From an optimization exercise on the open Yosys and OpenROAD flow, aimed at small area; shortcuts taken in it are not production practice. In this exercise RTL edits were held to simulation tests only and were not proved equivalent to the original. Power figures rest on the tool's default switching activity, not on a simulated workload.

// dodge_top
module dodge_top #(
	parameter int STEP_CYCLES = 50,
	parameter int SECOND_CYCLES = 200
) (
	input  logic        clock,
	input  logic        reset,
	input  logic        go,
	input  logic        go2,
	input  logic [3:0]  buttons,
	output logic        playing,
	output logic        game_over,
	output logic [1:0]  direction,
	output logic [5:0]  player,
	output logic [24:0] block_map,
	output logic [6:0]  hex0,
	output logic [6:0]  hex1
);
	logic p, g, x;
	logic [5:0] step_timer;  
	logic [3:0] steps;       
	logic [3:0] hist;        
	logic       sec_gt5;     
	logic [3:0] ones, tens;
	logic [2:0] pcol, prow;
	logic clear, step, tick, collision, rotate, rot_ok, start;
	assign playing = p;
	assign game_over = g;
	assign player = {pcol, prow};
	assign clear = !p && !g && (go || x);
	assign start = p && x;
	assign step = p && (step_timer == 6'b001001);
	assign rotate = go2 && sec_gt5;
	assign rot_ok = p && !collision && rotate;
	logic [3:0] steps_inc;
	logic [4:0] valid;   
	logic at3;           
	assign steps_inc[0] = (!steps[0]);
	assign steps_inc[1] = (steps[0] && !steps[1]) || (!steps[0] && steps[1]);
	assign steps_inc[2] = (!steps[1] && steps[2]) || (steps[3]) || (!steps[0] && steps[2]) || (steps[0] && steps[1] && !steps[2]);
	assign steps_inc[3] = (steps[0] && steps[1] && steps[2]);
	assign valid[0] = (steps[2]) || (steps[0]) || (steps[3]) || (steps[1]);
	assign valid[1] = (steps[2]) || (steps[1]) || (steps[3]);
	assign valid[2] = (steps[2]) || (steps[3]) || (steps[0] && steps[1]);
	assign valid[3] = (steps[2]) || (steps[3]);
	assign valid[4] = (steps[0] && steps[2]) || (steps[3]) || (steps[1] && steps[2]);
  ...
Size in the first run: roughly 610 cells after synthesis, about 34 flip-flops.
clock: 10.0 ns
lec_check: 0
abc_area: 1
cap_margin: 20
core_margin: 2
core_utilization: 40
slew_margin: 20
run.sh (not shown) runs the stock make flow with config.mk's settings and CLKGATE_MAP_FILE= SYNTH_SCRIPT=/design/flow/synth_recipe.tcl, a recipe that flattens the netlist after the stock synthesis.
Edit:
==> flow/flow/run.sh (new file) <==
#!/bin/bash
# Own layout flow: the standard synthesis, then its combinational logic re-mapped
# for area (flip-flops untouched), then the standard layout with the port
# buffers made of the smallest buffer cell. Each tool's output goes to a log here.
set -euo pipefail
here=$(cd "$(dirname "$0")" && pwd)
R=orfs/results/${FLOW_PLATFORM:-sky130hd}/dodge_top/base
bash standard.sh synth > flow_synth.log 2>&1
cp $R/1_2_yosys.v $R/1_2_yosys_standard.v
bash "$here/reabc.sh" $R/1_2_yosys_standard.v $R/1_2_yosys.v reabc_stat.txt ${FLOW_TOP:-dodge_top} > flow_reabc.log 2>&1
rm -f $R/1_synth.odb $R/1_synth.sdc
bash standard.sh "BUFFER_PORTS_ARGS=-buffer_cell sky130_fd_sc_hd__buf_1" finish > flow_layout.log 2>&1
==> flow/flow/abc_strong.script (new file) <==
strash
&get -n
&fraig -x
&put
dc2
balance; rewrite; refactor; balance; rewrite; rewrite -z; balance; refactor -z; rewrite -z; balance
dc2
dch -f
map -a
mfs2
strash
dc2
dch -f
map -a
topo
==> flow/flow/reabc.sh (new file) <==
#!/bin/bash
# usage: reabc.sh NETLIST_IN NETLIST_OUT STAT_OUT TOP
set -euo pipefail
here=$(cd "$(dirname "$0")" && pwd)
LIB=${FLOW_HOME:-/OpenROAD-flow-scripts/flow}/platforms/sky130hd/lib/sky130_fd_sc_hd__tt_025C_1v80.lib
DU="-dont_use *probe* -dont_use *lpflow* -dont_use *clkbuf* -dont_use *clkinv* -dont_use *clkdly* -dont_use *dlygate* -dont_use *dlymetal* -dont_use *ha_* -dont_use *fa_* -dont_use *fah* -dont_use *dfxtp* -dont_use *conb*"
sed -e "s#LIB_FILE#$LIB#g" -e "s#NETLIST_IN#$1#" -e "s#NETLIST_OUT#$2#" -e "s#STAT_OUT#$3#" -e "s#TOP#$4#" -e "s#ABC_SCRIPT#$here/abc_strong.script#" -e "s#DONT_USE#$DU#" $here/reabc.ys > reabc_run.ys
yosys -s reabc_run.ys
==> flow/flow/reabc.ys (new file) <==
# Re-maps the combinational logic of the standard synthesis netlist for area.
# The flip-flops stay as they are (same instances, names and cells).
read_liberty -ignore_miss_func LIB_FILE
blackbox sky130_fd_sc_hd__dfxtp_1 sky130_fd_sc_hd__dfxtp_2 sky130_fd_sc_hd__dfxtp_4 sky130_fd_sc_hd__conb_1
read_verilog NETLIST_IN
hierarchy -top TOP
flatten
rename -hide w:*.*
opt_clean -purge
abc -script ABC_SCRIPT -liberty LIB_FILE DONT_USE
opt_clean -purge
hilomap -singleton -hicell sky130_fd_sc_hd__conb_1 HI -locell sky130_fd_sc_hd__conb_1 LO
insbuf -buf sky130_fd_sc_hd__buf_1 A X
opt_clean -purge
tee -o STAT_OUT stat -liberty LIB_FILE
write_verilog -noattr -nohex -nodec NETLIST_OUT
==> flow/standard.sh (new file) <==
#!/bin/bash
# synth_recipe.tcl (not shown) runs the flow's synth.tcl, then flattens the netlist and writes it again
# the make line also repeats each setting of config.mk as NAME=value (left out here)
make -C /OpenROAD-flow-scripts/flow DESIGN_CONFIG=/design/flow/config.mk WORK_HOME=/design/flow/orfs CLKGATE_MAP_FILE= SYNTH_SCRIPT=/design/flow/synth_recipe.tcl "${@:-finish}"
- CTS_BUF_LIST: unset -> sky130_fd_sc_hd__clkbuf_16
- CTS_CLUSTER_DIAMETER: unset -> 500
- CTS_CLUSTER_SIZE: unset -> 40
removed: flow/run.sh
Outcome: The new run finished with timing, DRC and antenna clean. Total power fell by 1.9%. Fmax is higher by 15%. Non-clock buffer count is lower by 1. Register-to-register slack got worse by 1.1 ns. Clock skew is lower by 0.010 ns. Clock power climbs by 32%. Worst setup slack gains 0.69 ns. Core utilization fell by 0.35 points.
Edit:
==> flow/flow/run.sh (replaced) <==
#!/bin/bash
# Own layout flow: the standard synthesis, then its combinational logic re-mapped
# for area (flip-flops untouched), then the standard layout with the port
# buffers made of the smallest buffer cell and a clock tree without dummy loads.
# Each tool's output goes to a log file here.
set -euo pipefail
here=$(cd "$(dirname "$0")" && pwd)
R=orfs/results/${FLOW_PLATFORM:-sky130hd}/dodge_top/base
bash standard.sh synth > flow_synth.log 2>&1
cp $R/1_2_yosys.v $R/1_2_yosys_standard.v
bash "$here/reabc.sh" $R/1_2_yosys_standard.v $R/1_2_yosys.v reabc_stat.txt ${FLOW_TOP:-dodge_top} > flow_reabc.log 2>&1
rm -f $R/1_synth.odb $R/1_synth.sdc
bash standard.sh "BUFFER_PORTS_ARGS=-buffer_cell sky130_fd_sc_hd__buf_1" \
	"CTS_ARGS=-root_buf sky130_fd_sc_hd__clkbuf_4 -buf_list sky130_fd_sc_hd__clkbuf_4 -dont_use_dummy_load -sink_clustering_enable -sink_clustering_size 20 -sink_clustering_max_diameter 100" \
	finish > flow_layout.log 2>&1
==> flow/flow/abc_area.script (new file) <==
strash
&get -n
&fraig -x
&put
dc2
balance; rewrite; refactor; balance; rewrite; rewrite -z; balance; refactor -z; rewrite -z; balance
dc2
&get -n
&dch -f
&nf -a -R 1000
&put
mfs2
strash
dc2
&get -n
&dch -f
&nf -a -R 1000
&put
topo
==> flow/flow/reabc.sh (replaced) <==
#!/bin/bash
# usage: reabc.sh NETLIST_IN NETLIST_OUT STAT_OUT TOP
set -euo pipefail
here=$(cd "$(dirname "$0")" && pwd)
LIB=${FLOW_HOME:-/OpenROAD-flow-scripts/flow}/platforms/sky130hd/lib/sky130_fd_sc_hd__tt_025C_1v80.lib
DU="-dont_use *probe* -dont_use *lpflow* -dont_use *clkbuf* -dont_use *clkinv* -dont_use *clkdly* -dont_use *dlygate* -dont_use *dlymetal* -dont_use *ha_* -dont_use *fa_* -dont_use *fah* -dont_use *dfxtp* -dont_use *conb*"
sed -e "s#LIB_FILE#$LIB#g" -e "s#NETLIST_IN#$1#" -e "s#NETLIST_OUT#$2#" -e "s#STAT_OUT#$3#" -e "s#TOP#$4#" -e "s#ABC_SCRIPT#$here/abc_area.script#" -e "s#DONT_USE#$DU#" $here/reabc.ys > reabc_run.ys
yosys -s reabc_run.ys
- CTS_BUF_LIST: sky130_fd_sc_hd__clkbuf_16 -> sky130_fd_sc_hd__clkbuf_4
- CTS_CLUSTER_DIAMETER: 500 -> unset
- CTS_CLUSTER_SIZE: 40 -> unset
removed: flow/flow/abc_strong.script
=> Count of clock-buffer cells in the layout stays the same. Routed wire length fell by about 8%. Cell area went down by about 5%.
Edit:
==> flow/flow/run.sh (replaced) <==
#!/bin/bash
# Own layout flow: the standard synthesis, then its combinational logic re-mapped
# for area (flip-flops untouched), then the standard layout with the port
# buffers made of the smallest buffer cell. Each tool's output goes to a log here.
set -euo pipefail
here=$(cd "$(dirname "$0")" && pwd)
R=orfs/results/${FLOW_PLATFORM:-sky130hd}/dodge_top/base
bash standard.sh synth > flow_synth.log 2>&1
cp $R/1_2_yosys.v $R/1_2_yosys_standard.v
bash "$here/reabc.sh" $R/1_2_yosys_standard.v $R/1_2_yosys.v reabc_stat.txt ${FLOW_TOP:-dodge_top} > flow_reabc.log 2>&1
rm -f $R/1_synth.odb $R/1_synth.sdc
bash standard.sh "BUFFER_PORTS_ARGS=-buffer_cell sky130_fd_sc_hd__buf_1" "CTS_ARGS=-root_buf sky130_fd_sc_hd__clkbuf_8 -buf_list sky130_fd_sc_hd__clkbuf_8 -dont_use_dummy_load -sink_clustering_enable -sink_clustering_size 50 -sink_clustering_max_diameter 500" finish > flow_layout.log 2>&1
==> flow/flow/abc_strong.script (new file) <==
strash
&get -n
&fraig -x
&put
dc2
balance; rewrite; refactor; balance; rewrite; rewrite -z; balance; refactor -z; rewrite -z; balance
dc2
dch -f
map -a
mfs2
strash
dc2
dch -f
map -a
topo
==> flow/flow/reabc.sh (replaced) <==
#!/bin/bash
# usage: reabc.sh NETLIST_IN NETLIST_OUT STAT_OUT TOP
set -euo pipefail
here=$(cd "$(dirname "$0")" && pwd)
LIB=${FLOW_HOME:-/OpenROAD-flow-scripts/flow}/platforms/sky130hd/lib/sky130_fd_sc_hd__tt_025C_1v80.lib
DU="-dont_use *probe* -dont_use *lpflow* -dont_use *clkbuf* -dont_use *clkinv* -dont_use *clkdly* -dont_use *dlygate* -dont_use *dlymetal* -dont_use *ha_* -dont_use *fa_* -dont_use *fah* -dont_use *dfxtp* -dont_use *conb*"
sed -e "s#LIB_FILE#$LIB#g" -e "s#NETLIST_IN#$1#" -e "s#NETLIST_OUT#$2#" -e "s#STAT_OUT#$3#" -e "s#TOP#$4#" -e "s#ABC_SCRIPT#$here/abc_strong.script#" -e "s#DONT_USE#$DU#" $here/reabc.ys > reabc_run.ys
yosys -s reabc_run.ys
removed: flow/flow/abc_area.script
=>
- The new run completed without violations
- setup slack degrades by 0.14 ns
- wire length is higher by 7.8%
- power is higher by about 9%
Edit:
--- a/flow/flow/run.sh
+++ b/flow/flow/run.sh
@@ -10,3 +10,3 @@
 bash "$here/reabc.sh" $R/1_2_yosys_standard.v $R/1_2_yosys.v reabc_stat.txt ${FLOW_TOP:-dodge_top} > flow_reabc.log 2>&1
 rm -f $R/1_synth.odb $R/1_synth.sdc
-bash standard.sh "BUFFER_PORTS_ARGS=-buffer_cell sky130_fd_sc_hd__buf_1" "CTS_ARGS=-root_buf sky130_fd_sc_hd__clkbuf_8 -buf_list sky130_fd_sc_hd__clkbuf_8 -dont_use_dummy_load -sink_clustering_enable -sink_clustering_size 50 -sink_clustering_max_diameter 500" finish > flow_layout.log 2>&1
+bash standard.sh "BUFFER_PORTS_ARGS=-buffer_cell sky130_fd_sc_hd__buf_1" finish > flow_layout.log 2>&1
- CTS_BUF_LIST: sky130_fd_sc_hd__clkbuf_4 -> sky130_fd_sc_hd__clkbuf_8
- CTS_CLUSTER_DIAMETER: unset -> 500
- CTS_CLUSTER_SIZE: unset -> 40
=> The changed run produced a clean layout. Sequential power barely changes. Register-to-register slack is worse by 0.03 ns. First-iteration DRC count went down by about a fifth. Fmax is about the same. Via count came out lower slightly. Core utilization rose by 0.16 points. Global-route usage stays flat. Combinational power hardly moves. Final cell count is higher slightly.
Edit:
==> flow/flow/run.sh (replaced) <==
#!/bin/bash
# Standard layout, with the port buffers made of the smallest buffer cell.
set -euo pipefail
bash standard.sh "BUFFER_PORTS_ARGS=-buffer_cell sky130_fd_sc_hd__buf_1" finish > standard_flow.log 2>&1
- CTS_BUF_LIST: sky130_fd_sc_hd__clkbuf_8 -> sky130_fd_sc_hd__clkbuf_4
- CTS_CLUSTER_DIAMETER: 500 -> unset
- CTS_CLUSTER_SIZE: 40 -> unset
removed: flow/flow/abc_strong.script
removed: flow/flow/reabc.sh
removed: flow/flow/reabc.ys
After rerunning:
- utilization is lower by 3.2 points
- die area is higher by 33%
- via count is higher by 28%
- sequential share of layout area is lower by 4.9 points
- routed wire length is higher by 33%
- flip-flop and latch count does not change
- critical path depth is lower by 1
- worst setup slack degrades by 0.37 ns

[afterwards: timing with drivers on the ports]
Ports are ideal in the flow. The routed layouts listed here were re-timed in OpenROAD.
Step 1: set_driving_cell puts a clkbuf_16 on clock and a buf_2 on each other input, an assumption about the parent block.
Step 2 times the ports against the registers' clock, not the clock port: input delays grow and output delays shrink by t, the midpoint of the rising clock arrivals with the driver on.
Three values: ideal ports, drivers, drivers and shift; two values: the first two.
run | shift t [ns] | setup slack, ns | worst setup path at the end | pins driven straight from the clock port
the first run | 0.326 | 4.608 / 4.572 / 4.898 | register to output | 1
the second run | 0.307 | 5.296 / 5.263 / 5.570 | register to output | 1
the third run | 0.336 | 5.424 / 5.400 / 5.736 | register to output | 1
the fourth run | 0.300 | 5.288 / 5.262 / 5.562 | register to output | 1
the fifth run | 0.304 | 5.286 / 5.260 / 5.565 | register to output | 1
the sixth run | 0.373 | 4.920 / 4.890 / 5.263 | register to output | 1
After both steps setup and hold are still met in every run listed.
